Background: an optimization exercise with open tools, aiming at small area. Do not read the settings as production practice. At most, simulation tests tie the RTL to the original design; equivalence was not proved. Power and IR drop assume default switching activity.

==> inputs of garnet <==
==> flow/design.v (excerpt) <==
module dither_top (
    input  logic [23:0] din,
    input  logic        clk,
    input  logic        rst,
    input  logic        hs_in,
    input  logic        vs_in,
    input  logic        de_in,
    output logic [23:0] dout,
    output logic        hs_out,
    output logic        vs_out,
    output logic        de_out
);
    localparam int NST = 52;
    localparam int NGR = 50;
    logic [NST-1:0] de_sr;
    logic [NST-1:0] hs_sr;
    logic [NST-1:0] vs_sr;
    always_ff @(posedge clk) begin
        de_sr <= {de_sr[NST-2:0], de_in};
        hs_sr <= {hs_sr[NST-2:0], hs_in};
        vs_sr <= {vs_sr[NST-2:0], vs_in};
    end
    logic [4:0] q_hi;    
    logic       q_cy;    
    logic       de_q;
    logic [5:0] w7;
    logic [4:0] w5;
    logic [3:0] w3;
    logic [2:0] w1;
    localparam logic [11:0] COL_RST = 12'd4045;
    logic       all_ok;      
    logic       col_zero;
    logic       ok50;        
    logic       ok51;        
    logic       col_en;
    assign ok50 = all_ok | col_zero;
    assign ok51 = all_ok;
    assign de_q = de_sr[50] & ok50;
    always_ff @(posedge clk) begin
        all_ok <= ~rst & ok50;
    end
    error_quantizer error_quantizer_i (
  ...
==> flow/config.mk <==
export PLATFORM = sky130hd
export DESIGN_NAME = dither_top
export DESIGN_NICKNAME = dither_top
export VERILOG_FILES = /design/flow/design.v
export SDC_FILE = /design/flow/constraint.sdc
export NUM_CORES = 4
export LEC_CHECK = 0
export ABC_AREA = 1
export CAP_MARGIN = 20
export CORE_MARGIN = 2
export CORE_UTILIZATION = 60
export SLEW_MARGIN = 20
==> flow/constraint.sdc <==
create_clock -name core_clock -period 7.0 [get_ports {clk}]
set_input_delay 1.4000 -clock core_clock [delete_from_list [all_inputs] [get_ports {clk}]]
set_output_delay 1.4000 -clock core_clock [all_outputs]
set_load 0.01 [all_outputs]
standard.sh (not shown) runs the stock make flow with config.mk's settings and CLKGATE_MAP_FILE= SYNTH_SCRIPT=/design/flow/synth_recipe.tcl, a recipe that flattens the netlist after the stock synthesis.
==> flow/flow/run.sh <==
#!/bin/bash
# Layout flow: the standard flow (standard.sh) with three changes:
#  - after the standard synthesis, its combinational cells (all but the flip-flops and the
#    full/half-adder cells, which keep their instances and names) are mapped again by ABC with an
#    area-only script (flow/remap.ys); the flow then goes on from that netlist
#  - clock tree: larger sink clusters on clkbuf_8 leaf buffers and no dummy loads
#  - port buffers: the smallest buffer cell instead of the resizer's pick
# Logs here: standard_synth.log, remap.log, standard.log; ORFS's per-step logs under orfs/logs.
set -euo pipefail
export CTS_ARGS="-sink_clustering_enable -repair_clock_nets -dont_use_dummy_load -sink_clustering_size 20 -sink_clustering_max_diameter 55 -buf_list sky130_fd_sc_hd__clkbuf_8"
export BUFFER_PORTS_ARGS="-buffer_cell sky130_fd_sc_hd__buf_1"
R=$PWD/orfs/results/${FLOW_PLATFORM}/dither_top/base
LIB=$FLOW_HOME/platforms/${FLOW_PLATFORM}/lib/sky130_fd_sc_hd__tt_025C_1v80.lib
YOSYS=$FLOW_HOME/../tools/install/yosys/bin/yosys

bash standard.sh synth > standard_synth.log 2>&1
cp "$R/1_2_yosys.v" "$R/1_2_yosys_standard.v"
sed -e "s#LIBFILE#$LIB#g" -e "s#IN_NETLIST#$R/1_2_yosys_standard.v#" -e "s#OUT_NETLIST#$R/1_2_yosys.v#" \
    flow/remap.ys > remap_run.ys
"$YOSYS" -s remap_run.ys > remap.log 2>&1
rm -f "$R/1_synth.odb" "$R/1_synth.sdc"
bash standard.sh finish > standard.log 2>&1
Other scripts of this flow, unchanged in this note and not shown: flow/flow/remap.ys
==> amber: changes against garnet <==
CORE_UTILIZATION = 80   (was 60)
==> comparison table <==
item	garnet	amber
Number of non-clock buffers in the layout	54	55
Switching portion of total power	0.211	0.234
P_clk	0.00136 W	0.00137 W
First-pass GRT wire length	30.6 mm	46.1 mm
Area inside the core boundary	25300 sq um	19300 sq um
Worst setup slack before clock tree synthesis	1.27 ns	0.966 ns
CP Data Required Time	7.41 ns	7.46 ns
Via total after detailed routing	6732	7743
Grt met1 use	0.202	0.324
Violation count after the first detailed-routing iteration	345	578
Relative contribution of combinational cells to total power	0.048	0.061
Minimum hold slack	0.300 ns	0.289 ns
Leakage power	6.70 nW	6.70 nW
Clk latency of the worst-skew pair	0.56 ns	0.58 ns
Run status	no timing/DRC/antenna violations	no timing/DRC/antenna violations
Total Wirelength	18.5 mm	29.5 mm
Worst R2R Setup Slack	1.21 ns	0.62 ns
Last weighted congestion value of the routability-driven placer	0.791	0.879
Worst IR Drop VDD	0.000281 V	0.000309 V
Worst-case headroom to the max-slew limit	0.526	0.385
Fin Clk Skew	0.0756 ns	0.0848 ns
Routing usage on met2	0.223	0.550
Slew at the pin closest to its max-slew limit	0.709 ns	0.916 ns
Well Taps	330	265


==> inputs of v3 <==
Another version of the RTL of dither_top (not shown whole).
==> flow/config.mk <==
export PLATFORM = sky130hd
export DESIGN_NAME = dither_top
export DESIGN_NICKNAME = dither_top
export VERILOG_FILES = /design/flow/design.v
export SDC_FILE = /design/flow/constraint.sdc
export NUM_CORES = 4
export LEC_CHECK = 0
export ABC_AREA = 1
export CAP_MARGIN = 20
export CORE_MARGIN = 2
export CORE_UTILIZATION = 60
export SLEW_MARGIN = 20
==> flow/constraint.sdc <==
create_clock -name core_clock -period 7.0 [get_ports {clk}]
set_input_delay 1.4000 -clock core_clock [delete_from_list [all_inputs] [get_ports {clk}]]
set_output_delay 1.4000 -clock core_clock [all_outputs]
set_load 0.01 [all_outputs]
==> flow/flow/run.sh <==
#!/bin/bash
# Layout flow: the standard flow (standard.sh, unchanged synthesis), with
#  - clock tree: larger sink clusters on clkbuf_8 leaf buffers and no dummy loads
#  - port buffers: the smallest buffer cell instead of the resizer's pick
# Every tool's full output goes to standard.log here and to ORFS's own per-step logs under orfs/logs.
set -euo pipefail
export CTS_ARGS="-sink_clustering_enable -repair_clock_nets -dont_use_dummy_load -sink_clustering_size 22 -sink_clustering_max_diameter 60 -buf_list sky130_fd_sc_hd__clkbuf_8"
export BUFFER_PORTS_ARGS="-buffer_cell sky130_fd_sc_hd__buf_1"
bash standard.sh finish > standard.log 2>&1
==> v31: changes against v3 <==
--- a/flow/design.v
+++ b/flow/design.v
@@ -24,37 +24,27 @@
 ) (
     input  logic [7:0]   a,
     input  logic [W-1:0] t,
     output logic [7:0]   o
 );
-    logic [7:0] b, s, nv;
+    logic [7:0] v, b, s, nv;
     logic [7:0] cy;
     logic       sg, hi, lo;
+    assign v  = IN_INV ? ~a : a;
     assign sg = t[W-1];
-    if (IN_INV) begin : g_inv
-        assign b = ~{{(8-W){sg}}, t};
-        assign cy[0] = 1'b1;
-        assign hi = ~(sg | a[7] | cy[7]);
-        assign lo = sg & a[7] & cy[7];
-        for (genvar i = 0; i < 7; i++) begin : g_sat
-            assign nv[i] = (~s[i] | hi) & ~lo;
-        end
-        assign nv[7] = ~((a[7] & sg) | (a[7] & cy[7]) | (sg & cy[7]));
-    end else begin : g_pos
-        assign b = {{(8-W){sg}}, t};
-        assign cy[0] = 1'b0;
-        assign hi = ~sg & a[7] & cy[7];
-        assign lo = sg & ~a[7] & ~cy[7];
-        for (genvar i = 0; i < 7; i++) begin : g_sat
-            assign nv[i] = (s[i] | hi) & ~lo;
-        end
-        assign nv[7] = (a[7] & ~sg) | (a[7] & cy[7]) | (~sg & cy[7]);
-    end
+    assign b  = {{(8-W){sg}}, t};
+    assign cy[0] = 1'b0;
     for (genvar i = 0; i < 7; i++) begin : g_bit
-        assign s[i]    = a[i] ^ b[i] ^ cy[i];
-        assign cy[i+1] = (a[i] & b[i]) | (a[i] & cy[i]) | (b[i] & cy[i]);
+        assign s[i]    = v[i] ^ b[i] ^ cy[i];
+        assign cy[i+1] = (v[i] & b[i]) | (v[i] & cy[i]) | (b[i] & cy[i]);
+    end
+    assign hi = ~sg & v[7] & cy[7];
+    assign lo = sg & ~v[7] & ~cy[7];
+    for (genvar i = 0; i < 7; i++) begin : g_sat
+        assign nv[i] = (s[i] | hi) & ~lo;
     end
+    assign nv[7] = (v[7] & ~sg) | (v[7] & cy[7]) | (~sg & cy[7]);
     assign o = OUT_INV ? ~nv : nv;
 endmodule
 module error_quantizer (
     input  logic [4:0] q_hi,
     input  logic       q_cy,
@@ -168,46 +158,46 @@
     assign ok_0  = in_line && (col[4:0] < 5'd16);
     assign ok_p1 = in_line && (col[4:0] < 5'd15);
     assign ok_p2 = in_line && (col[4:0] < 5'd14);
     logic [7:0] gr [NGR];        
     logic [7:0] nv [NGR+1];
-    localparam logic [NGR-1:0] INV = 50'b10000000000000000000010101111111111111111111101010;
+    localparam logic [NGR-1:0] INV = 50'b00000000000000000000000000000000000000000000000000;
     luma_stage luma_stage_i (
         .din  (din),
         .gray (nv[0])
     );
     logic [2:0] t1;
     assign t1 = ok_p2 ? w1 : '0;
-    clamp_add #(.W(3), .IN_INV(1'b0), .OUT_INV(1'b1)) tap1_i (
+    clamp_add #(.W(3), .IN_INV(1'b0), .OUT_INV(1'b0)) tap1_i (
         .a (gr[0]),
         .t (t1),
         .o (nv[1])
     );
     logic [3:0] t2;
     assign t2 = ok_p1 ? w3 : '0;
-    clamp_add #(.W(4), .IN_INV(1'b1), .OUT_INV(1'b0)) tap2_i (
+    clamp_add #(.W(4), .IN_INV(1'b0), .OUT_INV(1'b0)) tap2_i (
         .a (gr[1]),
         .t (t2),
         .o (nv[2])
     );
     logic [4:0] t3;
     assign t3 = ok_0 ? w5 : '0;
-    clamp_add #(.W(5), .IN_INV(1'b0), .OUT_INV(1'b1)) tap3_i (
+    clamp_add #(.W(5), .IN_INV(1'b0), .OUT_INV(1'b0)) tap3_i (
         .a (gr[2]),
         .t (t3),
         .o (nv[3])
     );
     logic [3:0] t4;
     assign t4 = ok_m1 ? w3 : '0;
-    clamp_add #(.W(4), .IN_INV(1'b1), .OUT_INV(1'b0)) tap4_i (
+    clamp_add #(.W(4), .IN_INV(1'b0), .OUT_INV(1'b0)) tap4_i (
         .a (gr[3]),
         .t (t4),
         .o (nv[4])
     );
     logic [2:0] t5;
     assign t5 = ok_m2 ? w1 : '0;
-    clamp_add #(.W(3), .IN_INV(1'b0), .OUT_INV(1'b1)) tap5_i (
+    clamp_add #(.W(3), .IN_INV(1'b0), .OUT_INV(1'b0)) tap5_i (
         .a (gr[4]),
         .t (t5),
         .o (nv[5])
     );
     assign nv[6] = gr[5];
@@ -229,39 +219,39 @@
     assign nv[22] = gr[21];
     assign nv[23] = gr[22];
     assign nv[24] = gr[23];
     logic [3:0] t25;
     assign t25 = ok_p2 ? w3 : '0;
-    clamp_add #(.W(4), .IN_INV(1'b1), .OUT_INV(1'b0)) tap25_i (
+    clamp_add #(.W(4), .IN_INV(1'b0), .OUT_INV(1'b0)) tap25_i (
         .a (gr[24]),
         .t (t25),
         .o (nv[25])
     );
     logic [4:0] t26;
     assign t26 = ok_p1 ? w5 : '0;
-    clamp_add #(.W(5), .IN_INV(1'b0), .OUT_INV(1'b1)) tap26_i (
+    clamp_add #(.W(5), .IN_INV(1'b0), .OUT_INV(1'b0)) tap26_i (
         .a (gr[25]),
         .t (t26),
         .o (nv[26])
     );
     logic [5:0] t27;
     assign t27 = ok_0 ? w7 : '0;
-    clamp_add #(.W(6), .IN_INV(1'b1), .OUT_INV(1'b0)) tap27_i (
+    clamp_add #(.W(6), .IN_INV(1'b0), .OUT_INV(1'b0)) tap27_i (
         .a (gr[26]),
         .t (t27),
         .o (nv[27])
     );
     logic [4:0] t28;
     assign t28 = ok_m1 ? w5 : '0;
-    clamp_add #(.W(5), .IN_INV(1'b0), .OUT_INV(1'b1)) tap28_i (
+    clamp_add #(.W(5), .IN_INV(1'b0), .OUT_INV(1'b0)) tap28_i (
         .a (gr[27]),
         .t (t28),
         .o (nv[28])
     );
     logic [3:0] t29;
     assign t29 = ok_m2 ? w3 : '0;
-    clamp_add #(.W(4), .IN_INV(1'b1), .OUT_INV(1'b0)) tap29_i (
+    clamp_add #(.W(4), .IN_INV(1'b0), .OUT_INV(1'b0)) tap29_i (
         .a (gr[28]),
         .t (t29),
         .o (nv[29])
     );
     assign nv[30] = gr[29];
@@ -283,18 +273,18 @@
     assign nv[46] = gr[45];
     assign nv[47] = gr[46];
     assign nv[48] = gr[47];
     logic [4:0] t49;
     assign t49 = ok_p2 ? w5 : '0;
-    clamp_add #(.W(5), .IN_INV(1'b0), .OUT_INV(1'b1)) tap49_i (
+    clamp_add #(.W(5), .IN_INV(1'b0), .OUT_INV(1'b0)) tap49_i (
         .a (gr[48]),
         .t (t49),
         .o (nv[49])
     );
     logic [5:0] t50;
     assign t50 = ok_p1 ? w7 : '0;
-    clamp_add #(.W(6), .IN_INV(1'b1), .OUT_INV(1'b0)) tap50_i (
+    clamp_add #(.W(6), .IN_INV(1'b0), .OUT_INV(1'b0)) tap50_i (
         .a (gr[49]),
         .t (t50),
         .o (nv[50])
     );
     always_ff @(posedge clk) begin
==> v14: changes against v3 <==
--- a/flow/design.v
+++ b/flow/design.v
@@ -120,46 +120,46 @@
     always_ff @(posedge clk) begin
         de_sr <= {de_sr[NST-2:0], de_in};
         hs_sr <= {hs_sr[NST-2:0], hs_in};
         vs_sr <= {vs_sr[NST-2:0], vs_in};
     end
-    logic [5:0] rcnt;
-    logic [6:0] rcy;
-    logic       ok50;    
-    logic       ok51;    
-    assign ok51 = rcnt[5] & rcnt[4] & rcnt[2];
-    assign ok50 = rcnt[5] & rcnt[4] & (rcnt[2] | (rcnt[1] & rcnt[0]));
-    assign rcy[0] = ~ok51;
-    for (genvar i = 0; i < 6; i++) begin : g_rcnt
-        assign rcy[i+1] = rcy[i] & rcnt[i];
-        always_ff @(posedge clk) begin
-            rcnt[i] <= ~rst & (rcnt[i] ^ rcy[i]);
-        end
-    end
     logic [4:0] q_hi;    
     logic       q_cy;    
     logic       de_q;
     logic [5:0] w7;
     logic [4:0] w5;
     logic [3:0] w3;
     logic [2:0] w1;
+    localparam logic [11:0] COL_RST = 12'd4045;
+    logic       all_ok;      
+    logic       col_zero;
+    logic       ok50;        
+    logic       ok51;        
+    logic       col_en;
+    assign ok50 = all_ok | col_zero;
+    assign ok51 = all_ok;
     assign de_q = de_sr[50] & ok50;
+    always_ff @(posedge clk) begin
+        all_ok <= ~rst & ok50;
+    end
     error_quantizer error_quantizer_i (
         .q_hi (q_hi),
         .q_cy (q_cy),
         .w7   (w7),
         .w5   (w5),
         .w3   (w3),
         .w1   (w1)
     );
     logic [11:0] col;
     logic [12:0] ccy;
+    assign col_zero = (col == 12'd0);
+    assign col_en = (~ok50) | de_q;
     assign ccy[0] = 1'b1;
     for (genvar i = 0; i < 12; i++) begin : g_col
         assign ccy[i+1] = ccy[i] & col[i];
         always_ff @(posedge clk) begin
-            col[i] <= de_q & (col[i] ^ ccy[i]);
+            col[i] <= rst ? COL_RST[i] : (col_en & (col[i] ^ ccy[i]));
         end
     end
     logic in_line;
     logic ok_m2, ok_m1, ok_0, ok_p1, ok_p2;
     assign in_line = de_q && (col[11:5] == 7'd0);
==> results.txt <==
register area=about 12000 um^2; CP endpoint=q_cy; outcome=finished clean; CP required=7440 ps; post-synth top area share=a little over 70%; bufs w/o clock=50; Die Wd=roughly 170 um; count of cell types in the netlist=33; fill count=roughly 2.1k; Slew @ Worst Pin=around 570 ps; Net Sw Frac=a little over a fifth; Metal-1 WL=roughly 10000 um; Seq/Total Area, Yosys=approximately 72%
-- figures above: v3

==> results.txt <==
Slew @ Worst Pin=about 600 ps; CP endpoint=gr[49][0]; Seq/Total Area, Yosys=between 70% and 80%; Synth Instances=between 1k and 1.5k; CP required=about 7400 ps; count of cell types in the netlist=27; Net Sw Frac=21.3%; register area=11600 um^2; fill count=2057; synth cell count leaders=dfxtp_1, nand2_1, inv_1; outcome=finished clean; bufs w/o clock=between 50 and 60; Metal-1 WL=10100 um; post-synth top area share=between 70% and 80%; Die Wd=169 um
-- figures above: v31

==> results.txt <==
outcome=finished clean; CP required=around 7500 ps; register area=~12000 um^2; Seq/Total Area, Yosys=a little over two thirds; Die Wd=roughly 170 um; Net Sw Frac=around 22%; largest family of logic cells by synthesized area=adder cells; CP endpoint=gr[49][0]; worst-skew pair later-pin latency=570 ps; bufs w/o clock=50; Slew @ Worst Pin=about 730 ps; WP depth=23; fill count=roughly 2.1k; post-synth top area share=between 70 and 80%; Metal-1 WL=about 10000 um; # port buffers=50
-- figures above: v14

Function not checked in v3: the RTL went through the layout flow alone.

static timing again, ports no longer ideal:
In the flow no input, the clock included, has a driving cell. The finished layouts below were timed again as built, in two steps. Step 1 (the two cells are an assumption about what drives the block):
set clk [get_ports {clk}]
set_driving_cell -lib_cell sky130_fd_sc_hd__clkbuf_16 $clk
set_driving_cell -lib_cell sky130_fd_sc_hd__buf_2 [delete_from_list [all_inputs] $clk]
Step 2 moves the port delays by t, midway between the first and last clock arrival at a register: inputs arrive t later, outputs are due t later. That takes back most of the time a late clock gives input paths. Three values: ideal ports, drivers, drivers and shift; two values: the first two.
run	shift t [ns]	setup WS [ns]	hold WS [ns]	clock arrival spread, ns	cell pins on the clock port's net
garnet	0.566	1.212 / 1.212 / 1.212	0.300 / 0.300 / 0.300	0.077 / 0.077	1
amber	0.584	0.622 / 0.622 / 0.622	0.289 / 0.289 / 0.289	0.085 / 0.085	1
v3	0.553	1.476 / 1.476 / 1.476	0.231 / 0.231 / 0.231	0.099 / 0.100	1
v31	0.579	1.370 / 1.370 / 1.370	0.292 / 0.292 / 0.292	0.050 / 0.050	1
v14	0.572	1.347 / 1.347 / 1.347	0.266 / 0.266 / 0.266	0.083 / 0.082	1
After both steps setup and hold are still met in every run listed.
